What follows belongs to an exercise in optimizing a design on an open flow for small area and a short achievable clock period; a production flow would make more cautious choices.
RTL that was checked went through simulation tests only; none was proved equivalent to the original.
No functional check of the RTL was part of runs 1 and 2.

**design/flow/flow/run.sh**
```bash
#!/bin/bash
set -euo pipefail
bash standard.sh BUFFER_PORTS_ARGS="-buffer_cell sky130_fd_sc_hd__buf_2" finish > run_make.log 2>&1
```
**design/flow/config.mk**
```make
export PLATFORM = sky130hd
export DESIGN_NAME = inv_shift_sub_stage
export DESIGN_NICKNAME = inv_shift_sub_stage
export VERILOG_FILES = /design/flow/design.v
export SDC_FILE = /design/flow/constraint.sdc
export NUM_CORES = 4
export LEC_CHECK = 0
export CAP_MARGIN = 20
export CORE_MARGIN = 2
export CORE_UTILIZATION = 35
export CTS_CLUSTER_DIAMETER = 200
export CTS_CLUSTER_SIZE = 20
export PLACE_DENSITY = 0.45
export SETUP_SLACK_MARGIN = 2.5
export SLEW_MARGIN = 20
export SYNTH_HIERARCHICAL = 1
export TNS_END_PERCENT = 0
```
**design/flow/standard.sh**
```bash
#!/bin/bash
# synth_recipe.tcl (not shown) runs the flow's synth.tcl, then flattens the netlist and writes it again
# the make line also repeats each setting of config.mk as NAME=value (left out here)
make -C /OpenROAD-flow-scripts/flow DESIGN_CONFIG=/design/flow/config.mk WORK_HOME=/design/flow/orfs CLKGATE_MAP_FILE= SYNTH_SCRIPT=/design/flow/synth_recipe.tcl "${@:-finish}"
```
**design/flow/design.v**
```verilog
module g_a221oi_1 (input logic A1, input logic A2, input logic B1, input logic B2, input logic C1, output logic Y); assign Y = (~A1&~B1&~C1) | (~A1&~B2&~C1) | (~A2&~B1&~C1) | (~A2&~B2&~C1); endmodule
module g_a22oi_1 (input logic A1, input logic A2, input logic B1, input logic B2, output logic Y); assign Y = (~A1&~B1) | (~A1&~B2) | (~A2&~B1) | (~A2&~B2); endmodule
module g_inv_1 (input logic A, output logic Y); assign Y = (~A); endmodule
module g_nand2_1 (input logic A, input logic B, output logic Y); assign Y = (~A) | (~B); endmodule
module g_nor2_1 (input logic A, input logic B, output logic Y); assign Y = (~A&~B); endmodule
module g_o21ai_0 (input logic A1, input logic A2, input logic B1, output logic Y); assign Y = (~A1&~A2) | (~B1); endmodule
module g_o22ai_1 (input logic A1, input logic A2, input logic B1, input logic B2, output logic Y); assign Y = (~B1&~B2) | (~A1&~A2); endmodule
module g_xor2_1 (input logic A, input logic B, output logic Y); assign Y = (A&~B) | (~A&B); endmodule
module g_xor  (input logic a, input logic b, output logic y); assign y = a ^ b;    endmodule
module g_xnor (input logic a, input logic b, output logic y); assign y = ~(a ^ b); endmodule
module g_nand (input logic a, input logic b, output logic y); assign y = ~(a & b); endmodule
module g_ready (input logic out_valid, input logic out_ready, output logic ready);
    assign ready = ~out_valid | out_ready;
endmodule
module inv_shift_sub_stage #(
    parameter int TAG_W = 4
) (
    input  logic             CLK,
    input  logic             RST_N,
    input  logic             IN_VALID,
    output logic             IN_READY,
    input  logic [0:127]     IN,
    input  logic [TAG_W-1:0] IN_TAG,
    output logic             OUT_VALID,
    input  logic             OUT_READY,
    output logic [0:127]     OUT,
    output logic [TAG_W-1:0] OUT_TAG
);
    localparam int NEN = 4;           
    logic [NEN:0]      en;      
    logic              v1;
    logic [TAG_W-1:0]  tag1;
    logic [15:0][11:0] s1;      
    logic [15:0][11:0] s1_d;
    logic [15:0][7:0]  s2;      
    logic [15:0][7:0]  s2_d;
    g_ready u_ready (.out_valid(OUT_VALID), .out_ready(OUT_READY), .ready(IN_READY));
    logic en_root;
    g_ready u_en_root (.out_valid(OUT_VALID), .out_ready(OUT_READY), .ready(en_root));
    for (genvar e = 0; e <= NEN; e++) begin : g_en
        g_ready u_en (.out_valid(OUT_VALID), .out_ready(en_root), .ready(en[e]));
    end
    for (genvar k = 0; k < 16; k++) begin : g_byte
        localparam int COL = k / 4;
        localparam int ROW = k % 4;
        localparam int SRC = 4 * ((COL - ROW + 4) % 4) + ROW;
        logic [7:0]  x;
        logic [11:0] o1;
        logic [7:0]  r;
        logic [3:0]  t;
        logic [7:0]  y;
        assign x = IN[8*SRC +: 8];
        logic p8; g_xor u_p8 (.a(x[0]), .b(x[1]), .y(p8));
        logic p9; g_xor u_p9 (.a(x[2]), .b(x[5]), .y(p9));
        logic p10; g_xor u_p10 (.a(x[6]), .b(x[7]), .y(p10));
        logic p11; g_xor u_p11 (.a(x[2]), .b(x[3]), .y(p11));
        logic p12; g_xor u_p12 (.a(x[1]), .b(x[4]), .y(p12));
        logic p13; g_xor u_p13 (.a(x[3]), .b(x[5]), .y(p13));
        logic p14; g_xor u_p14 (.a(p8), .b(p9), .y(p14));
        logic p15; g_xor u_p15 (.a(x[0]), .b(x[4]), .y(p15));
        logic p16; g_xor u_p16 (.a(p60), .b(x[4]), .y(p16));
        logic p17; g_xor u_p17 (.a(p10), .b(p11), .y(p17));
        logic p18; g_xor u_p18 (.a(x[0]), .b(x[5]), .y(p18));
        logic p19; g_xor u_p19 (.a(p12), .b(p13), .y(p19));
        logic p20; g_xor u_p20 (.a(p13), .b(x[6]), .y(p20));
        logic p21; g_xor u_p21 (.a(p9), .b(p10), .y(p21));
        logic p22; g_xor u_p22 (.a(p14), .b(x[6]), .y(p22));
        logic p23; g_xor u_p23 (.a(x[1]), .b(x[2]), .y(p23));
        logic p24; g_xor u_p24 (.a(p8), .b(x[3]), .y(p24));
        logic p25; g_xor u_p25 (.a(p11), .b(x[1]), .y(p25));
        logic p26; g_xor u_p26 (.a(p60), .b(p11), .y(p26));
        logic p27; g_xor u_p27 (.a(p8), .b(x[5]), .y(p27));
        logic p28; g_xor u_p28 (.a(p9), .b(x[4]), .y(p28));
        logic p29; g_xor u_p29 (.a(p12), .b(x[6]), .y(p29));
        logic p30; g_xor u_p30 (.a(p60), .b(x[7]), .y(p30));
        logic p31; g_xor u_p31 (.a(p10), .b(p15), .y(p31));
        logic p32; g_xor u_p32 (.a(p16), .b(x[2]), .y(p32));
        logic p33; g_xor u_p33 (.a(p15), .b(p17), .y(p33));
        logic p34; g_xor u_p34 (.a(p12), .b(p17), .y(p34));
        logic p35; assign p35 = ~x[1];
        logic p36; g_xnor u_p36 (.a(p8), .b(p9), .y(p36));
        logic p37; g_nand u_p37 (.a(p32), .b(p31), .y(p37));
        logic p38; g_nand u_p38 (.a(p15), .b(p34), .y(p38));
        logic p39; g_nand u_p39 (.a(p23), .b(p26), .y(p39));
        logic p40; g_nand u_p40 (.a(p28), .b(p30), .y(p40));
        logic p41; g_nand u_p41 (.a(p16), .b(p21), .y(p41));
        logic p42; g_nand u_p42 (.a(p14), .b(p22), .y(p42));
        logic p43; g_nand u_p43 (.a(p27), .b(p29), .y(p43));
        logic p44; g_nand u_p44 (.a(x[1]), .b(p19), .y(p44));
        logic p45; g_nand u_p45 (.a(p18), .b(p20), .y(p45));
        logic p46; g_xor u_p46 (.a(p37), .b(p38), .y(p46));
        logic p47; g_xor u_p47 (.a(p38), .b(p39), .y(p47));
        logic p48; g_xor u_p48 (.a(p17), .b(p43), .y(p48));
        logic p49; g_xor u_p49 (.a(p25), .b(p43), .y(p49));
        logic p50; g_xor u_p50 (.a(p24), .b(p40), .y(p50));
        logic p51; g_xor u_p51 (.a(p33), .b(p40), .y(p51));
        logic p52; g_xor u_p52 (.a(p48), .b(p45), .y(p52));
        logic p53; g_xor u_p53 (.a(p49), .b(p44), .y(p53));
        logic p54; g_xor u_p54 (.a(p50), .b(p42), .y(p54));
        logic p55; g_xor u_p55 (.a(p51), .b(p41), .y(p55));
        logic p56; g_xor u_p56 (.a(p46), .b(p52), .y(p56));
        logic p57; g_xor u_p57 (.a(p47), .b(p53), .y(p57));
        logic p58; g_xor u_p58 (.a(p46), .b(p54), .y(p58));
        logic p59; g_xor u_p59 (.a(p47), .b(p55), .y(p59));
        logic p60; g_xor u_p60 (.a(x[0]), .b(x[1]), .y(p60));
        assign o1[0] = p20;
        assign o1[1] = p19;
        assign o1[2] = p22;
        assign o1[3] = p21;
        assign o1[4] = p18;
        assign o1[5] = p35;
        assign o1[6] = p36;
        assign o1[7] = p16;
        assign o1[8] = p56;
        assign o1[9] = p57;
        assign o1[10] = p58;
        assign o1[11] = p59;
        assign s1_d[k] = o1;
        assign r = s1[k][7:0];
        assign t = s1[k][11:8];
        logic q12; g_nand2_1 u_q12 (.A(t[0]), .B(t[2]), .Y(q12));
        logic q13; g_inv_1 u_q13 (.A(t[2]), .Y(q13));
        logic q14; g_nor2_1 u_q14 (.A(t[1]), .B(q13), .Y(q14));
        logic q15; g_nor2_1 u_q15 (.A(t[3]), .B(q14), .Y(q15));
        logic q16; g_xor2_1 u_q16 (.A(q12), .B(q15), .Y(q16));
        logic q17; g_nand2_1 u_q17 (.A(t[1]), .B(t[3]), .Y(q17));
        logic q18; g_inv_1 u_q18 (.A(t[1]), .Y(q18));
        logic q19; g_nor2_1 u_q19 (.A(t[0]), .B(q18), .Y(q19));
        logic q20; g_nor2_1 u_q20 (.A(t[3]), .B(q19), .Y(q20));
        logic q21; g_nand2_1 u_q21 (.A(q18), .B(t[0]), .Y(q21));
        logic q22; g_a22oi_1 u_q22 (.A1(q13), .A2(q17), .B1(q20), .B2(q21), .Y(q22));
        logic q23; g_inv_1 u_q23 (.A(t[3]), .Y(q23));
        logic q24; g_nor2_1 u_q24 (.A(t[2]), .B(q23), .Y(q24));
        logic q25; g_nand2_1 u_q25 (.A(q24), .B(q18), .Y(q25));
        logic q26; g_o21ai_0 u_q26 (.A1(t[0]), .A2(q23), .B1(t[2]), .Y(q26));
        logic q27; g_nand2_1 u_q27 (.A(q25), .B(q26), .Y(q27));
        logic q28; g_nor2_1 u_q28 (.A(t[3]), .B(q13), .Y(q28));
        logic q29; g_nor2_1 u_q29 (.A(q24), .B(q28), .Y(q29));
        logic q30; g_nand2_1 u_q30 (.A(q29), .B(q19), .Y(q30));
        logic q31; g_o21ai_0 u_q31 (.A1(t[0]), .A2(t[2]), .B1(q18), .Y(q31));
        logic q32; g_nand2_1 u_q32 (.A(q30), .B(q31), .Y(q32));
        logic q33; g_nand2_1 u_q33 (.A(q17), .B(t[0]), .Y(q33));
        logic q34; g_nand2_1 u_q34 (.A(q18), .B(q23), .Y(q34));
        logic q35; g_nand2_1 u_q35 (.A(q34), .B(q13), .Y(q35));
        logic q36; g_xor2_1 u_q36 (.A(q33), .B(q35), .Y(q36));
        logic q37; g_a22oi_1 u_q37 (.A1(t[0]), .A2(q34), .B1(q29), .B2(t[1]), .Y(q37));
        logic q38; g_nand2_1 u_q38 (.A(q12), .B(q18), .Y(q38));
        logic q39; g_o21ai_0 u_q39 (.A1(t[0]), .A2(t[2]), .B1(t[3]), .Y(q39));
        logic q40; g_xor2_1 u_q40 (.A(q38), .B(q39), .Y(q40));
        logic q41; g_o22ai_1 u_q41 (.A1(q23), .A2(q21), .B1(t[0]), .B2(q14), .Y(q41));
        logic q42; g_nor2_1 u_q42 (.A(t[1]), .B(q23), .Y(q42));
        logic q43; g_a221oi_1 u_q43 (.A1(t[0]), .A2(q13), .B1(q19), .B2(q28), .C1(q42), .Y(q43));
        logic q44; g_xor u_q44 (.a(r[5]), .b(r[7]), .y(q44));
        logic q45; g_xor u_q45 (.a(r[4]), .b(r[5]), .y(q45));
        logic q46; g_xor u_q46 (.a(r[0]), .b(r[2]), .y(q46));
        logic q47; g_xor u_q47 (.a(r[1]), .b(r[3]), .y(q47));
        logic q48; g_xor u_q48 (.a(r[4]), .b(r[6]), .y(q48));
        logic q49; g_xor u_q49 (.a(r[0]), .b(r[7]), .y(q49));
        logic q50; g_xor u_q50 (.a(r[2]), .b(r[5]), .y(q50));
        logic q51; g_xor u_q51 (.a(r[2]), .b(r[3]), .y(q51));
        logic q52; g_xor u_q52 (.a(r[1]), .b(r[6]), .y(q52));
        logic q53; g_xor u_q53 (.a(r[0]), .b(r[1]), .y(q53));
        logic q54; g_xor u_q54 (.a(q46), .b(q47), .y(q54));
        logic q55; g_xor u_q55 (.a(q49), .b(r[4]), .y(q55));
        logic q56; g_xor u_q56 (.a(q44), .b(q52), .y(q56));
        logic q57; g_xor u_q57 (.a(q45), .b(r[3]), .y(q57));
        logic q58; g_xor u_q58 (.a(q44), .b(q48), .y(q58));
        logic q59; g_nand u_q59 (.a(q54), .b(q43), .y(q59));
        logic q60; g_nand u_q60 (.a(q47), .b(q40), .y(q60));
        logic q61; g_nand u_q61 (.a(q46), .b(q36), .y(q61));
        logic q62; g_nand u_q62 (.a(q51), .b(q41), .y(q62));
        logic q63; g_nand u_q63 (.a(r[3]), .b(q37), .y(q63));
        logic q64; g_nand u_q64 (.a(r[2]), .b(q32), .y(q64));
        logic q65; g_nand u_q65 (.a(q53), .b(q27), .y(q65));
        logic q66; g_nand u_q66 (.a(r[1]), .b(q22), .y(q66));
        logic q67; g_nand u_q67 (.a(r[0]), .b(q16), .y(q67));
        logic q68; g_nand u_q68 (.a(q58), .b(q43), .y(q68));
        logic q69; g_nand u_q69 (.a(q44), .b(q40), .y(q69));
        logic q70; g_nand u_q70 (.a(q48), .b(q36), .y(q70));
        logic q71; g_nand u_q71 (.a(r[7]), .b(q37), .y(q71));
        logic q72; g_nand u_q72 (.a(r[6]), .b(q32), .y(q72));
        logic q73; g_nand u_q73 (.a(q45), .b(q27), .y(q73));
        logic q74; g_nand u_q74 (.a(r[5]), .b(q22), .y(q74));
        logic q75; g_nand u_q75 (.a(r[4]), .b(q16), .y(q75));
        logic q76; g_nand u_q76 (.a(q16), .b(q55), .y(q76));
        logic q77; g_nand u_q77 (.a(q22), .b(q56), .y(q77));
        logic q78; g_nand u_q78 (.a(q32), .b(q50), .y(q78));
        logic q79; g_nand u_q79 (.a(q37), .b(q57), .y(q79));
        logic q80; g_xor u_q80 (.a(q68), .b(q70), .y(q80));
        logic q81; g_xor u_q81 (.a(q80), .b(q72), .y(q81));
        logic q82; g_xor u_q82 (.a(q81), .b(q71), .y(q82));
        logic q83; g_xor u_q83 (.a(q60), .b(q69), .y(q83));
        logic q84; g_xor u_q84 (.a(q59), .b(q62), .y(q84));
        logic q85; g_xor u_q85 (.a(q62), .b(q63), .y(q85));
        logic q86; g_xor u_q86 (.a(q83), .b(q73), .y(q86));
        logic q87; g_xor u_q87 (.a(q84), .b(q64), .y(q87));
        logic q88; g_xor u_q88 (.a(q65), .b(q66), .y(q88));
        logic q89; g_xor u_q89 (.a(q59), .b(q68), .y(q89));
        logic q90; g_xor u_q90 (.a(q77), .b(q79), .y(q90));
        logic q91; g_xor u_q91 (.a(q89), .b(q67), .y(q91));
        logic q92; g_xor u_q92 (.a(q61), .b(q74), .y(q92));
        logic q93; g_xor u_q93 (.a(q65), .b(q75), .y(q93));
        logic q94; g_xor u_q94 (.a(q63), .b(q66), .y(q94));
        logic q95; g_xor u_q95 (.a(q94), .b(q64), .y(q95));
        logic q96; g_xor u_q96 (.a(q74), .b(q75), .y(q96));
        logic q97; g_xor u_q97 (.a(q80), .b(q96), .y(q97));
        logic q98; g_xor u_q98 (.a(q91), .b(q86), .y(q98));
        logic q99; g_xor u_q99 (.a(q92), .b(q85), .y(q99));
        logic q100; g_xor u_q100 (.a(q85), .b(q88), .y(q100));
        logic q101; g_xor u_q101 (.a(q90), .b(q78), .y(q101));
        logic q102; g_xor u_q102 (.a(q88), .b(q61), .y(q102));
        logic q103; g_xor u_q103 (.a(q86), .b(q70), .y(q103));
        logic q104; g_xor u_q104 (.a(q95), .b(q67), .y(q104));
        logic q105; g_xor u_q105 (.a(q87), .b(q60), .y(q105));
        logic q106; g_xor u_q106 (.a(q101), .b(q76), .y(q106));
        logic q107; g_xor u_q107 (.a(q102), .b(q87), .y(q107));
        logic q108; g_xor u_q108 (.a(q99), .b(q103), .y(q108));
        logic q109; g_xor u_q109 (.a(q82), .b(q105), .y(q109));
        logic q110; g_xor u_q110 (.a(q93), .b(q98), .y(q110));
        logic q111; g_xor u_q111 (.a(q82), .b(q100), .y(q111));
        logic q112; g_xor u_q112 (.a(q82), .b(q104), .y(q112));
        assign y[0] = q109;
        assign y[1] = q110;
        assign y[2] = q111;
        assign y[3] = q107;
        assign y[4] = q106;
        assign y[5] = q112;
        assign y[6] = q108;
        assign y[7] = q97;
        assign s2_d[k]       = y;
        assign OUT[8*k +: 8] = s2[k];
    end
    always_ff @(posedge CLK) begin
        for (int k = 0; k < 16; k++) begin
            if (en[k * NEN / 16]) begin
                s1[k] <= s1_d[k];
                s2[k] <= s2_d[k];
            end
        end
        if (en[NEN]) begin
            tag1    <= IN_TAG;
            OUT_TAG <= tag1;
        end
    end
    always_ff @(posedge CLK) begin
        if (!RST_N) begin
            v1        <= 1'b0;
            OUT_VALID <= 1'b0;
        end else if (en[NEN]) begin
            v1        <= IN_VALID;
            OUT_VALID <= v1;
        end
    end
endmodule
```
**design/flow/constraint.sdc**
```tcl
create_clock -name core_clock -period 5.0 [get_ports {CLK}]
set_input_delay 1.0000 -clock core_clock [delete_from_list [all_inputs] [get_ports {CLK}]]
set_output_delay 1.0000 -clock core_clock [all_outputs]
set_load 0.01 [all_outputs]
```
==> run notes, run 1 <==
Syn Area/Cell=9.73 um2; Mapped Nets=~3000; WL final=just under 60000 um; WHS=~0.43 ns; CTS clock-pin slew for the worst setup and hold paths=roughly 0.09 ns; grt total ovfl=0; worst path required time=about 5.4 ns; FF+latch count, synth=330; gp weighted congestion=slightly above 0.8; clk_skew=approximately 0.022 ns; largest net degree at the start of global routing=81; # rows=between 100 and 150; Die W=roughly 280 um; port bufs=about 270; vias per inst=roughly 4.4; via count=18400; GRT Total Usage=between 10 and 15%; slowest library cell on the worst path=edfxtp_1; synth warn=7; Max Slew Vio Count=0; CTS tree=yes; share of layout cells above drive strength 1=a little over an eighth; most frequent CP cell=xor2_2; filler instances=approximately 7600; Max Buffers Root-to-Sink=3; initial antenna violation count=2; synth-to-layout area growth=14.1%; post-synthesis cell area=roughly 27000 um2; hold crit path type=register to register; Worst EP arrival=about 2.8 ns; Worst Tran Pin Value=1.00 ns; placeable core region=77300 um2; outcome=finished clean; Final HPWL DP=48000 um; Seq/Total Area, Yosys=a little over a third; CTS buffer count=20; TNS Setup=0 ns; first-pass GRT wire length=96000 um; Post-DP Area=roughly 30000 um2; CTS H-tree depth=1; Die Y=between 200 and 300 um; Detailed Routing Iterations Pass 1=7; CTS sink cnt=330; worst-skew pair later-pin latency=0.57 ns; post-synthesis cell count=~2800; maximum capacitance violations=0; Crit path largest cell delay=roughly 0.51 ns; RSZ-0062 raised after global routing=yes; nets=3264; crit path capture type=register; critical path class=register to register; DP Worst Slack=2.04 ns; die area=80300 um2; Top Ports=between 200 and 300; Max-slew headroom=approximately 33%; Post-DRT Antenna Nets=0; wire per inst=between 10 and 15 um; Setup crit start=s1[68]; unique cell type count in the Yosys netlist=14; Critical Path Start Type=register; design area=~31000 um2; Tmin final=~2.4 ns; DR iter-0 viols=roughly 580; Final Worst Setup Slack=around 2.6 ns; Max FO, Critical Path=8; clock root cell=clkbuf_16; initial cell density of the core=between 30% and 40%; DRC errors left=0; final setup violation count=0; highest clock rate=between 0.4 and 0.5 GHz; CP Cell Sequence=buf_4, a221oi_2, nand2_1, xor2_2, xor2_2, xor2_2, buf_4, xor2_1; Fin. Hold Viols=0; Final Cycle Share=48.9%; vias in the first global route=18600; Worst R2R Start=s1[68]; Hold Path Origin=tag1[0]
## state kept, by name (all words and copies together) (netlist names)
signal	flops
OUT_VALID	1
s1	192
tag1	4
s2	128
OUT_TAG	4
v1	1
## repair_timing
| item | CTS | global route |
|---|---|---|
| hold endpoints to repair | 0 | 0 |
| setup endpoints to repair | 28 | 50 |
| gates resized for setup | 1 | 51 |
| pin swaps | 0 | 14 |
| hold buffers | 0 | 0 |
| setup buffers | 0 | 28 |
## path summary, 6_finish.rpt
| kind | end | slack [ns] | cells after the start |
|---|---|---|---|
| worst max-delay path | s2[42] | 2.55 | 8 |
| worst min register to register | OUT_TAG[0] | 0.43 | 0 |
| worst max register to register | s2[42] | 2.55 | 8 |
| worst min-delay path | OUT_TAG[0] | 0.43 | 0 |
## synth_stat cells
| library cell | n | area [um2] |
|---|---|---|
| a221oi_2 | 16 | 240 |
| nand2_1 | 656 | 2460 |
| mux2i_1 | 2 | 20.0 |
| o22ai_1 | 16 | 100 |
| dfxtp_1 | 2 | 40.0 |
| nand2b_1 | 7 | 43.8 |
| xnor2_1 | 16 | 140 |
| inv_1 | 64 | 240 |
| nor2b_1 | 2 | 12.5 |
| xor2_1 | 1488 | 13000 |
| edfxtp_1 | 328 | 9850 |
| nor2_1 | 128 | 480 |
| o21ai_1 | 48 | 240 |
| a22oi_2 | 32 | 400 |
## per-module statistics from Yosys (local to each module, per instance), a selection
module	flops+latches	cell area (um2)	cells inside	copies in the design
g_inv_1	0	3.75	1	48
g_nand	0	3.75	1	480
g_nand2_1	0	3.75	1	176
g_nor2_1	0	3.75	1	128
g_o21ai_0	0	5.00	1	48
g_o22ai_1	0	6.26	1	16
g_xnor	0	8.76	1	16
g_xor	0	8.76	1	1440
g_xor2_1	0	8.76	1	48
inv_shift_sub_stage	330	9980	350	1
## metal layers
layer	up-vias	part of all wire [%]	track usage [%]
met2	250	49	25.4
met1	8548	46	18.8
met5	-	0.020	0
met4	2	1.3	2.55
met3	47	3.6	1.92
li1	9560	-	-
## logic make-up after synthesis
logic type | share of synthesized area [%]
DFF | 36.2
xor gates and xnor gates | 48.2
muxes | 0.0733
AOI/OAI and AO/OA | 3.59
buffers and inverters | 0.880
and+or+nand+nor | 11.0
## worst max-delay path, delay by kind of cell, from the launching register on
family	cells	cell delay, ns
compound gates	1	0.29
xor+xnor	4	0.92
buf+inv	2	0.35
flops	1	0.51
simple gates	1	0.17
## area by class of cell
type	count	area, um2	area share [%]
Multi-Input combinational cell	2411	17500	56.3
Sequential cell	330	9890	31.8
Timing Repair Buffer	301	1620	5.22
Tap cell	1040	1300	4.18
Clock buffer	28	552	1.77
Inverter	64	240	0.771
Clock inverter	1	11.3	0.0362
Antenna cell	1	2.50	0.00804
## through the flow
stage / util [%] / instances
detailed placement: 38.8 / 4115
global placement: 38.8 / 4115
floorplan: - / 2805
finish: 40.3 / 4176
CTS: 39.5 / 4144
global route: 40.3 / 4176
## layout by cell type (no fill, tap or decap), types with 16 or more instances in the layout
| cell type | instances |
|---|---|
| xor2_1 | 1446 |
| o21ai_1 | 48 |
| edfxtp_1 | 328 |
| buf_2 | 269 |
| xnor2_1 | 16 |
| inv_1 | 55 |
| nand2_1 | 656 |
| clkbuf_16 | 21 |
| a22oi_2 | 32 |
| nor2_1 | 128 |
| xor2_2 | 42 |
| a221oi_2 | 16 |
| o22ai_1 | 16 |
| buf_4 | 29 |
==> inputs of run 2 (changes only) <==
--- a/design/flow/config.mk
+++ b/design/flow/config.mk
@@ -12,5 +12,5 @@
 export CTS_CLUSTER_SIZE = 20
 export PLACE_DENSITY = 0.45
-export SETUP_SLACK_MARGIN = 2.5
+export SETUP_SLACK_MARGIN = 2.6
 export SLEW_MARGIN = 20
 export SYNTH_HIERARCHICAL = 1
==> run notes, run 2 <==
worst path required time=5.33 ns; Worst R2R Start=s1[71]; post-route non-filler standard cell count=4220; grt total ovfl=0; EDFF count, synth=328; DR iter-0 viols=660; vias per inst=around 4.4; initial antenna violation count=2; met1 usage=18.8%; CTS tree=yes; CTS sink cnt=330; worst hold stages=0; largest family of logic cells by synthesized area=XOR/XNOR gates; Synth Area in Simple Gates=~11%; GRT Total Usage=between 10 and 15%; RR Endpoint=s2[46]; Buf/Inv on CP=1; most frequent CP cell=xor2_1; slowest library cell on the worst path=edfxtp_1; DRC errors left=0; Crit path depth=8; setup slack, reg-to-reg=roughly 2.6 ns; Die W=around 280 um; Synth area leaders=xor2_1, edfxtp_1, nand2_1; CTS buffer count=20; maximum capacitance violations=0; cell taking the most area after synthesis=xor2_1; Hold Path Origin=tag1[0]; first-pass GRT wire length=96000 um; CTS H-tree depth=1; Max-slew headroom=approximately 33%; initial cell density of the core=between 30% and 40%; main flop type after synthesis=edfxtp_1; Worst path top cell family by delay=XOR/XNOR gates; Detailed Routing Iterations Pass 1=6; Max Buffers Root-to-Sink=3; vias in the first global route=18600; via count=between 15000 and 20000; synth warn=7; GR Layer Usage met2=between 20% and 30%; largest register by flop count=s1; share of synthesized registers carrying an async set or reset=0%; Worst Hold End=OUT_TAG[0]; clock root cell=clkbuf_16; Worst Tran Pin Value=about 1 ns; Tmin final=between 2 and 2.5 ns; most common cell after layout, fill and taps aside=xor2_1; post-synthesis cell count=2805; port bufs=269; worst-skew pair later-pin latency=around 0.58 ns; xor/xnor share of the synthesized area=between 40% and 50%; mux cell area share after synthesis=less than 1%; synth-to-layout area growth=15.7%; largest net degree at the start of global routing=81; FF+latch count, synth=330; CTS clock-pin slew for the worst setup and hold paths=about 0.08 ns; fin util=between 40% and 50%; highest clock rate=roughly 0.41 GHz; global routing usage on met3=about 1.9%; crit path capture type=register; unique cell type count in the Yosys netlist=14; adder-cell share of the synthesized area=0%; share of layout cells above drive strength 1=between 10% and 20%; critical path class=register to register; Compound-Gate Fraction of Synth Area=under 10%; Crit path largest cell delay=~0.5 ns; WHS=around 0.43 ns; Die Y=about 280 um; Syn Area/Cell=~9.7 um2; Worst EP arrival=2.75 ns; Critical Path Start Type=register; Final HPWL DP=slightly below 50000 um; Most Used Layer, Global Route=met2; WL final=approximately 60000 um; Post-DRT Antenna Nets=0; Max Slew Vio Count=0; TNS Setup=0 ns; Fin. Hold Viols=0; Top Ports=270; outcome=finished clean; CP Cell Sequence=buf_4, o21ai_1, xor2_2, nand2_1, xor2_1, xor2_1, xor2_1, xor2_1; final setup violation count=0; clk_skew=roughly 0.029 ns; Max FO, Critical Path=5; top cell type's share of synthesized area=around 48%; post-synthesis cell area=about 27000 um2; Placed Instances=roughly 4000; most numerous cell in the Yosys netlist=xor2_1; wire per inst=14.1 um; hold crit path type=register to register; largest registers=s1 x192, s2 x128; Mapped Nets=~3000; die area=around 80000 um2; gp weighted congestion=about 0.83; nets=around 3300; most frequent cells in the layout=xor2_1, nand2_1, edfxtp_1; Final Cycle Share=about half; Post-synth top cells=xor2_1, nand2_1, edfxtp_1; RSZ-0062 raised after global routing=yes; Seq/Total Area, Yosys=36.2%; Reg2Reg Depth=8; # rows=approximately 100; max reg flops=192; placeable core region=slightly below 80000 um2
run 2: cell count changes in the layout (fill, tap and decap cells not counted), sizes merged:
cell,delta
buf,+44
run 2: worst reg2reg max path: stages, from the launching register on:
cell and delay (ns):
edfxtp_1 0.50, buf_4 0.19, o21ai_1 0.13, xor2_2 0.20, nand2_1 0.16, xor2_1 0.19, xor2_1 0.25, xor2_1 0.22
xor2_1 0.36
run 2: modules after synthesis (local to each module, per instance):
| module | flip-flops and latches | copies in the design |
|---|---|---|
| inv_shift_sub_stage | 330 | 1 |
| g_xor2_1 | 0 | 48 |
| g_nand2_1 | 0 | 176 |
| g_a221oi_1 | 0 | 16 |
| g_ready | 0 | 7 |
| g_o22ai_1 | 0 | 16 |
| g_nor2_1 | 0 | 128 |
| g_xnor | 0 | 16 |
| g_xor | 0 | 1440 |
| g_nand | 0 | 480 |
| g_o21ai_0 | 0 | 48 |
| g_a22oi_1 | 0 | 32 |
| g_inv_1 | 0 | 48 |
run 2: area by class of cell:
class / count / area (um2)
inverters: 64 / 240
well taps: 1040 / 1300
clock inverters: 1 / 11.3
clock buffers: 28 / 552
repair buffers: 345 / 1950
flip-flops and latches: 330 / 9890
fillers: 7573 / 45800
multi-input cells: 2411 / 17600
diodes: 1 / 2.50
run 2: kinds of logic (layout without fill, tap and decap cells):
logic type,after synthesis,in the layout
AO/OA/AOI/OAI,112,112
other,0,1
multiplexers,2,2
XOR/XNOR,1504,1504
buffers and inverters,64,438
flip-flops,330,330
AND/OR/NAND/NOR,793,793
run 2: metal layers:
layer / up-vias / wire length, um
met5: - / 12
met4: 2 / 775
met3: 49 / 2460
met2: 249 / 29600
met1: 8589 / 26800
li1: 9634 / -
run 2: what timing repair did:
action,CTS,global route
endpoints found under the hold margin,0,0
setup endpoints to repair,301,77
hold buffers,0,0
resized for setup,19,69
setup buffers,2,70
pin swaps,3,33
run 2: worst max path at each step:
stage / startpoint / end / slack, ns
detailed placement: IN[113] / s1[80] / 2.04
global route: s1[71] / s2[45] / 2.50
global placement: IN[118] / s1[80] / 2.08
floorplan: OUT_READY / s1[0] / 2.39
finish: s1[71] / s2[46] / 2.57
CTS: s1[93] / s2[61] / 2.55
run 2: metrics by stage:
step / instance area [um2] / worst slack [ns]
2_1_floorplan: 27300 / 2.39
3_3_place_gp: 30000 / 2.08
3_5_place_dp: 30000 / 2.04
4_1_cts: 30700 / 2.55
5_1_grt: 31600 / 2.50
6_report: 31600 / 2.57
==> inputs of run 3 (changes only) <==
--- a/design/flow/design.v
+++ b/design/flow/design.v
@@ -188,44 +188,45 @@
         logic q79; g_nand u_q79 (.a(q37), .b(q57), .y(q79));
         logic q80; g_xor u_q80 (.a(q68), .b(q70), .y(q80));
-        logic q81; g_xor u_q81 (.a(q80), .b(q72), .y(q81));
-        logic q82; g_xor u_q82 (.a(q81), .b(q71), .y(q82));
-        logic q83; g_xor u_q83 (.a(q60), .b(q69), .y(q83));
-        logic q84; g_xor u_q84 (.a(q59), .b(q62), .y(q84));
-        logic q85; g_xor u_q85 (.a(q62), .b(q63), .y(q85));
-        logic q86; g_xor u_q86 (.a(q83), .b(q73), .y(q86));
-        logic q87; g_xor u_q87 (.a(q84), .b(q64), .y(q87));
-        logic q88; g_xor u_q88 (.a(q65), .b(q66), .y(q88));
-        logic q89; g_xor u_q89 (.a(q59), .b(q68), .y(q89));
-        logic q90; g_xor u_q90 (.a(q77), .b(q79), .y(q90));
-        logic q91; g_xor u_q91 (.a(q89), .b(q67), .y(q91));
-        logic q92; g_xor u_q92 (.a(q61), .b(q74), .y(q92));
-        logic q93; g_xor u_q93 (.a(q65), .b(q75), .y(q93));
-        logic q94; g_xor u_q94 (.a(q63), .b(q66), .y(q94));
-        logic q95; g_xor u_q95 (.a(q94), .b(q64), .y(q95));
-        logic q96; g_xor u_q96 (.a(q74), .b(q75), .y(q96));
-        logic q97; g_xor u_q97 (.a(q80), .b(q96), .y(q97));
-        logic q98; g_xor u_q98 (.a(q91), .b(q86), .y(q98));
-        logic q99; g_xor u_q99 (.a(q92), .b(q85), .y(q99));
-        logic q100; g_xor u_q100 (.a(q85), .b(q88), .y(q100));
-        logic q101; g_xor u_q101 (.a(q90), .b(q78), .y(q101));
-        logic q102; g_xor u_q102 (.a(q88), .b(q61), .y(q102));
-        logic q103; g_xor u_q103 (.a(q86), .b(q70), .y(q103));
-        logic q104; g_xor u_q104 (.a(q95), .b(q67), .y(q104));
-        logic q105; g_xor u_q105 (.a(q87), .b(q60), .y(q105));
-        logic q106; g_xor u_q106 (.a(q101), .b(q76), .y(q106));
-        logic q107; g_xor u_q107 (.a(q102), .b(q87), .y(q107));
-        logic q108; g_xor u_q108 (.a(q99), .b(q103), .y(q108));
-        logic q109; g_xor u_q109 (.a(q82), .b(q105), .y(q109));
-        logic q110; g_xor u_q110 (.a(q93), .b(q98), .y(q110));
-        logic q111; g_xor u_q111 (.a(q82), .b(q100), .y(q111));
+        logic q81; g_xor u_q81 (.a(q71), .b(q72), .y(q81));
+        logic q82; g_xor u_q82 (.a(q80), .b(q81), .y(q82));
+        logic q83; g_xor u_q83 (.a(q59), .b(q60), .y(q83));
+        logic q84; g_xor u_q84 (.a(q62), .b(q64), .y(q84));
+        logic q85; g_xor u_q85 (.a(q69), .b(q73), .y(q85));
+        logic q86; g_xor u_q86 (.a(q62), .b(q63), .y(q86));
+        logic q87; g_xor u_q87 (.a(q65), .b(q66), .y(q87));
+        logic q88; g_xor u_q88 (.a(q65), .b(q67), .y(q88));
+        logic q89; g_xor u_q89 (.a(q68), .b(q75), .y(q89));
+        logic q90; g_xor u_q90 (.a(q59), .b(q61), .y(q90));
+        logic q91; g_xor u_q91 (.a(q76), .b(q77), .y(q91));
+        logic q92; g_xor u_q92 (.a(q78), .b(q79), .y(q92));
+        logic q93; g_xor u_q93 (.a(q63), .b(q64), .y(q93));
+        logic q94; g_xor u_q94 (.a(q66), .b(q67), .y(q94));
+        logic q95; g_xor u_q95 (.a(q60), .b(q61), .y(q95));
+        logic q96; g_xor u_q96 (.a(q70), .b(q74), .y(q96));
+        logic q97; g_xor u_q97 (.a(q74), .b(q75), .y(q97));
+        logic q98; g_xor u_q98 (.a(q83), .b(q84), .y(q98));
+        logic q99; g_xor u_q99 (.a(q83), .b(q85), .y(q99));
+        logic q100; g_xor u_q100 (.a(q88), .b(q89), .y(q100));
+        logic q101; g_xor u_q101 (.a(q86), .b(q87), .y(q101));
+        logic q102; g_xor u_q102 (.a(q90), .b(q84), .y(q102));
+        logic q103; g_xor u_q103 (.a(q91), .b(q92), .y(q103));
+        logic q104; g_xor u_q104 (.a(q93), .b(q94), .y(q104));
+        logic q105; g_xor u_q105 (.a(q95), .b(q96), .y(q105));
+        logic q106; g_xor u_q106 (.a(q85), .b(q86), .y(q106));
+        logic q107; g_xor u_q107 (.a(q80), .b(q97), .y(q107));
+        logic q108; g_xor u_q108 (.a(q98), .b(q82), .y(q108));
+        logic q109; g_xor u_q109 (.a(q99), .b(q100), .y(q109));
+        logic q110; g_xor u_q110 (.a(q82), .b(q101), .y(q110));
+        logic q111; g_xor u_q111 (.a(q102), .b(q87), .y(q111));
         logic q112; g_xor u_q112 (.a(q82), .b(q104), .y(q112));
-        assign y[0] = q109;
-        assign y[1] = q110;
-        assign y[2] = q111;
-        assign y[3] = q107;
-        assign y[4] = q106;
+        logic q113; g_xor u_q113 (.a(q105), .b(q106), .y(q113));
+        assign y[0] = q108;
+        assign y[1] = q109;
+        assign y[2] = q110;
+        assign y[3] = q111;
+        assign y[4] = q103;
         assign y[5] = q112;
-        assign y[6] = q108;
-        assign y[7] = q97;
+        assign y[6] = q113;
+        assign y[7] = q107;
         assign s2_d[k]       = y;
         assign OUT[8*k +: 8] = s2[k];
==> run notes, run 3 <==
largest net degree at the start of global routing=55; first-pass GRT wire length=a little under 100000 um; RSZ-0062 raised after global routing=yes; Max-slew headroom=a little under half; synth-to-layout area growth=12.2%; DR iter-0 viols=~700; Mapped Nets=a little under 3000; Max FO, Critical Path=6; quantity of hold-fixing buffers added after cts=0; crit path capture type=register; most common cell after layout, fill and taps aside=xor2_1; placeable core region=about 78000 um2; most frequent CP cell=xor2_1; critical path class=register to register; Final Cycle Share=47.4%; Crit path largest cell delay=0.50 ns; WHS=between 0.4 and 0.5 ns; synth warn=7; CTS H-tree depth=1; hold crit path type=register to register; top cell type's share of synthesized area=roughly 48%; most numerous cell in the Yosys netlist=xor2_1; GRT Total Usage=between 10% and 20%; Critical Path Start Type=register; FF+latch count, synth=330; clock root cell=clkbuf_16; worst-skew pair later-pin latency=around 0.58 ns; die area=approximately 81000 um2; CP Cell Sequence=inv_1, nor2_1, a221oi_2, nand2_1, xor2_1, xor2_1, xor2_1; gp weighted congestion=roughly 0.85; share of synthesized registers carrying an async set or reset=0%; EDFF count, synth=about 330; wire per inst=~14 um; Syn Area/Cell=roughly 9.7 um2; TNS Setup=0 ns; unique cell type count in the Yosys netlist=14; post-synthesis cell count=2821; post-synthesis cell area=between 20000 and 30000 um2; Post-DRT Antenna Nets=0; Detailed Routing Iterations Pass 1=5; slowest library cell on the worst path=edfxtp_1; Seq/Total Area, Yosys=36.0%; Die Y=284 um; share of layout cells above drive strength 1=11.4%; nets=approximately 3300; filler instances=around 8000; vias per inst=about 4.4; maximum capacitance violations=0; clk_skew=0.0407 ns; grt total ovfl=0; Fin. Hold Viols=0; Max Slew Vio Count=0; initial cell density of the core=35.4%; Worst Tran Pin Value=0.813 ns; cell taking the most area after synthesis=xor2_1; initial antenna violation count=6; Final HPWL DP=49000 um; # rows=a little over 100; vias in the first global route=18700; via count=around 18000; CTS tree=yes; Die W=around 280 um; Tmin final=roughly 2.4 ns; largest registers=s1 x192, s2 x128; main flop type after synthesis=edfxtp_1; Synth area leaders=xor2_1, edfxtp_1, nand2_1; max reg flops=around 190; Worst EP arrival=approximately 2.7 ns; CTS sink cnt=330; final setup violation count=0; Top Ports=270; WL final=about 60000 um; Post-CTS Setup Repair Bufs=0; port bufs=269; CTS clock-pin slew for the worst setup and hold paths=~0.1 ns; most frequent cells in the layout=xor2_1, nand2_1, edfxtp_1; Post-synth top cells=xor2_1, nand2_1, edfxtp_1; largest register by flop count=s1; highest clock rate=between 0.4 and 0.5 GHz; CTS buffer count=20; DRC errors left=0; outcome=finished clean; worst path required time=roughly 5.3 ns; Placed Instances=approximately 4100; Max Buffers Root-to-Sink=3; post-route non-filler standard cell count=4169
## run 3: cell types whose count changed after synthesis, sizes merged
cell and change:
xor2 +16
## run 3: Yosys stat by module, one instance, submodules excluded, a selection
module	area, um2	copies in the design	cells inside	flops+latches
g_xnor	8.76	16	1	0
g_ready	6.26	7	1	0
g_nand	3.75	480	1	0
g_xor	8.76	1456	1	0
g_a221oi_1	15.0	16	1	0
g_inv_1	3.75	48	1	0
g_nor2_1	3.75	128	1	0
g_a22oi_1	12.5	32	1	0
g_xor2_1	8.76	48	1	0
g_o21ai_0	5.00	48	1	0
inv_shift_sub_stage	9980	1	350	330
g_nand2_1	3.75	176	1	0
## run 3: critical path, delay by kind of cell, from the launching register on
family / cells / cell delay, ns
xor+xnor: 3 / 0.80
flops: 1 / 0.50
compound gates: 1 / 0.35
simple gates: 2 / 0.26
buf+inv: 1 / 0.20
## run 3: timing repair
action                     CTS  global route
pin swaps                    0             0
setup endpoints to repair    2            58
resized for setup            1             8
## run 3: kinds of logic after synthesis
| group | Yosys count | share of synthesized area, % |
|---|---|---|
| xor+xnor | 1520 | 48.5 |
| simple gates | 793 | 10.9 |
| flops | 330 | 36.0 |
| compound gates | 112 | 3.57 |
| buf+inv | 64 | 0.875 |
| mux | 2 | 0.0730 |
## run 3: cell type report
type / count / area (um2) / share of cell area, %
Sequential cell: 330 / 9890 / 32.1
Tap cell: 1040 / 1300 / 4.23
Antenna cell: 4 / 10.0 / 0.0325
Timing Repair Buffer: 274 / 1380 / 4.49
Clock inverter: 2 / 27.5 / 0.0894
Clock buffer: 28 / 531 / 1.72
Inverter: 64 / 240 / 0.780
Multi-Input combinational cell: 2427 / 17400 / 56.5
## run 3: path summary, 6_finish.rpt
check / slack [ns] / startpoint / cells past startpoint / end
worst max-delay path: 2.63 / s1[81] / 7 / s2[50]
worst min-delay path: 0.43 / tag1[0] / 0 / OUT_TAG[0]
worst max register to register: 2.63 / s1[81] / 7 / s2[50]
worst min register to register: 0.43 / tag1[0] / 0 / OUT_TAG[0]
## run 3: through the flow
step	area (um2)	utilization [%]	worst slack, ns
final	30800	39.7	2.63
after global routing	30800	39.7	2.49
after CTS	30700	39.6	2.62
after detailed placement	30200	38.9	2.11
after global placement	30200	38.9	2.13
after floorplan	27500	-	2.39
## run 3: routing by layer
metal | vias to the layer above | GRT usage [%] | routed length (um)
met5 | - | 0 | 27
met3 | 56 | 2.50 | 2490
li1 | 9587 | - | -
met1 | 8475 | 19.7 | 28000
met4 | 4 | 3.17 | 1250
met2 | 309 | 24.4 | 28000
==> inputs of run 4 (changes only) <==
--- a/design/flow/config.mk
+++ b/design/flow/config.mk
@@ -12,5 +12,5 @@
 export CTS_CLUSTER_SIZE = 20
 export PLACE_DENSITY = 0.45
-export SETUP_SLACK_MARGIN = 2.6
+export SETUP_SLACK_MARGIN = 2.5
 export SLEW_MARGIN = 20
 export SYNTH_HIERARCHICAL = 1
==> run notes, run 4 <==
vias per inst=4.42; Max FO, Critical Path=6; outcome=finished clean; synth-to-layout area growth=12.0%; Max Buffers Root-to-Sink=3; maximum capacitance violations=0; vias in the first global route=~19000; initial cell density of the core=35.4%; Seq/Total Area, Yosys=a little over a third; Placed Instances=just over 4000; Final HPWL DP=between 40000 and 50000 um; Final Cycle Share=47.5%; Worst EP arrival=2.68 ns; Tmin final=between 2 and 2.5 ns; final setup violation count=0; wire per inst=~14 um; filler instances=7801; Post-synth top cells=xor2_1, nand2_1, edfxtp_1; highest clock rate=between 0.4 and 0.5 GHz; DR iter-0 viols=just under 700; port bufs=approximately 270; EDFF count, synth=328; Max-slew headroom=between 40% and 50%; RSZ-0062 raised after global routing=yes; grt total ovfl=0; Detailed Routing Iterations Pass 1=5; post-synthesis cell area=about 27000 um2; most frequent cells in the layout=xor2_1, nand2_1, edfxtp_1; nets=between 3000 and 4000; FF+latch count, synth=330; gp weighted congestion=around 0.85; max reg flops=between 150 and 200; Syn Area/Cell=a little under 10 um2; critical path class=register to register; via count=around 18000; share of layout cells above drive strength 1=approximately 11%; Hold Path Origin=tag1[0]; Mapped Nets=between 2000 and 3000; CTS clock-pin slew for the worst setup and hold paths=~0.1 ns; Setup crit start=s1[81]; CTS sink cnt=between 300 and 400; most numerous cell in the Yosys netlist=xor2_1; worst-skew pair later-pin latency=0.58 ns; CTS tree=yes; Fin. Hold Viols=0; clk_skew=just over 0.04 ns; largest registers=s1 x192, s2 x128; first-pass GRT wire length=roughly 100000 um; Worst R2R Start=s1[81]; largest net degree at the start of global routing=between 50 and 60; placeable core region=~78000 um2; Die W=around 280 um; post-synthesis cell count=about 2800; TNS Setup=0 ns; WL final=approximately 60000 um; Synth area leaders=xor2_1, edfxtp_1, nand2_1; CTS buffer count=20; worst path required time=5.31 ns; largest register by flop count=s1; Worst Tran Pin Value=between 0.8 and 0.9 ns; GRT Total Usage=approximately 15%; cell taking the most area after synthesis=xor2_1; main flop type after synthesis=edfxtp_1; share of synthesized registers carrying an async set or reset=0%; Critical Path Start Type=register; most common cell after layout, fill and taps aside=xor2_1; initial antenna violation count=6; # rows=102; CTS H-tree depth=1; die area=about 81000 um2; synth warn=7; hold crit path type=register to register; top cell type's share of synthesized area=around half; Die Y=284 um; unique cell type count in the Yosys netlist=14; Post-DRT Antenna Nets=0; DRC errors left=0; post-route non-filler standard cell count=4169; Max Slew Vio Count=0; crit path capture type=register; clock root cell=clkbuf_16; Top Ports=270
==> run 4: timing repair <==
action / in CTS / in global routing
hold endpoints to repair: 0 / 0
setup buffers: 0 / 0
setup endpoints to repair: 2 / 16
hold buffers: 0 / 0
pin swaps: 0 / 0
resized for setup: 1 / 1
==> run 4: layer usage <==
layer | up-vias | routed length (um) | track usage [%]
met5 | - | 27 | 0
met4 | 4 | 1220 | 3.17
met3 | 54 | 2400 | 2.50
met2 | 285 | 27900 | 24.4
met1 | 8478 | 28200 | 19.7
li1 | 9594 | - | -
==> run 4: cell type report <==
cell class	instances	area, um2	area share, %
Multi-Input combinational cell	2427	17400	56.5
Sequential cell	330	9890	32.2
Timing Repair Buffer	274	1380	4.50
Tap cell	1040	1300	4.23
Clock buffer	28	531	1.73
Inverter	64	240	0.782
Clock inverter	2	27.5	0.0896
Antenna cell	4	10.0	0.0326
==> run 4: worst max-delay path, cell delays in order (launching register included) <==
cell and delay [ns]:
edfxtp_1 0.50, inv_1 0.20, nor2_1 0.11, a221oi_2 0.35
nand2_1 0.15, xor2_1 0.29, xor2_1 0.38, xor2_1 0.13
==> run 4: modules after synthesis (local to each module, per instance), a selection <==
module	cells inside	flops+latches	times used
g_xor	1	0	1456
g_nor2_1	1	0	128
g_ready	1	0	7
g_inv_1	1	0	48
inv_shift_sub_stage	350	330	1
g_xor2_1	1	0	48
g_nand2_1	1	0	176
g_a22oi_1	1	0	32
g_xnor	1	0	16
g_a221oi_1	1	0	16
g_o21ai_0	1	0	48
==> run 4: logic make-up (layout without fill, tap and decap cells) <==
family,after synthesis,after routing,share of synthesized area [%]
AO/OA/AOI/OAI,112,112,3.57
XOR/XNOR,1520,1520,48.5
buffers and inverters,64,368,0.875
flip-flops,330,330,36.0
multiplexers,2,2,0.0730
other,0,4,0
AND/OR/NAND/NOR,793,793,10.9
==> run 4: stage by stage <==
stage / util [%] / instance area, um2 / setup WS (ns) / hold WS, ns
after floorplan: - / 27500 / 2.39 / 0.400
after detailed placement: 38.9 / 30200 / 2.11 / 0.406
after CTS: 39.6 / 30700 / 2.62 / 0.432
final: 39.6 / 30700 / 2.63 / 0.428
after global placement: 38.9 / 30200 / 2.13 / 0.405
after global routing: 39.6 / 30700 / 2.44 / 0.461
==> run 4: path summary, 6_finish.rpt <==
kind,end,slack [ns],cells past startpoint
setup / recovery,s2[50],2.63,7
hold / removal,OUT_TAG[0],0.43,0
setup reg to reg,s2[50],2.63,7
hold reg to reg,OUT_TAG[0],0.43,0

## afterwards: timing with drivers on the ports
The results above use ideal ports. As a check the final layouts listed here were re-extracted and re-timed, cells and wires unchanged. Step 1 sets driving cells, clkbuf_16 on the clock port and buf_2 on the other inputs (assumed; they add their load-dependent delay and slew). Step 2, shift: input delay + t, output delay - t, t = (earliest + latest rising clock arrival at the registers) / 2. This alone moves slack from input paths to output paths. Slacks: no drivers / after step 1 / after step 2; pairs: no drivers / after step 1.
run	t (ns)	slack for setup (ns)	worst hold slack (ns)	latest minus earliest clock arrival (ns)
run 1	0.613	2.553 / 2.553 / 2.017	0.435 / 0.435 / 0.435	0.023 / 0.024
run 2	0.617	2.573 / 2.573 / 2.022	0.434 / 0.434 / 0.434	0.030 / 0.030
run 3	0.619	2.628 / 2.608 / 2.087	0.428 / 0.428 / 0.428	0.045 / 0.045
run 4	0.620	2.626 / 2.608 / 2.086	0.428 / 0.428 / 0.428	0.047 / 0.046
After both steps setup and hold are still met in every run listed. The setup slack of run 2, which loses most, moves by 0.000 ns with the drivers and by -0.551 ns with both steps.
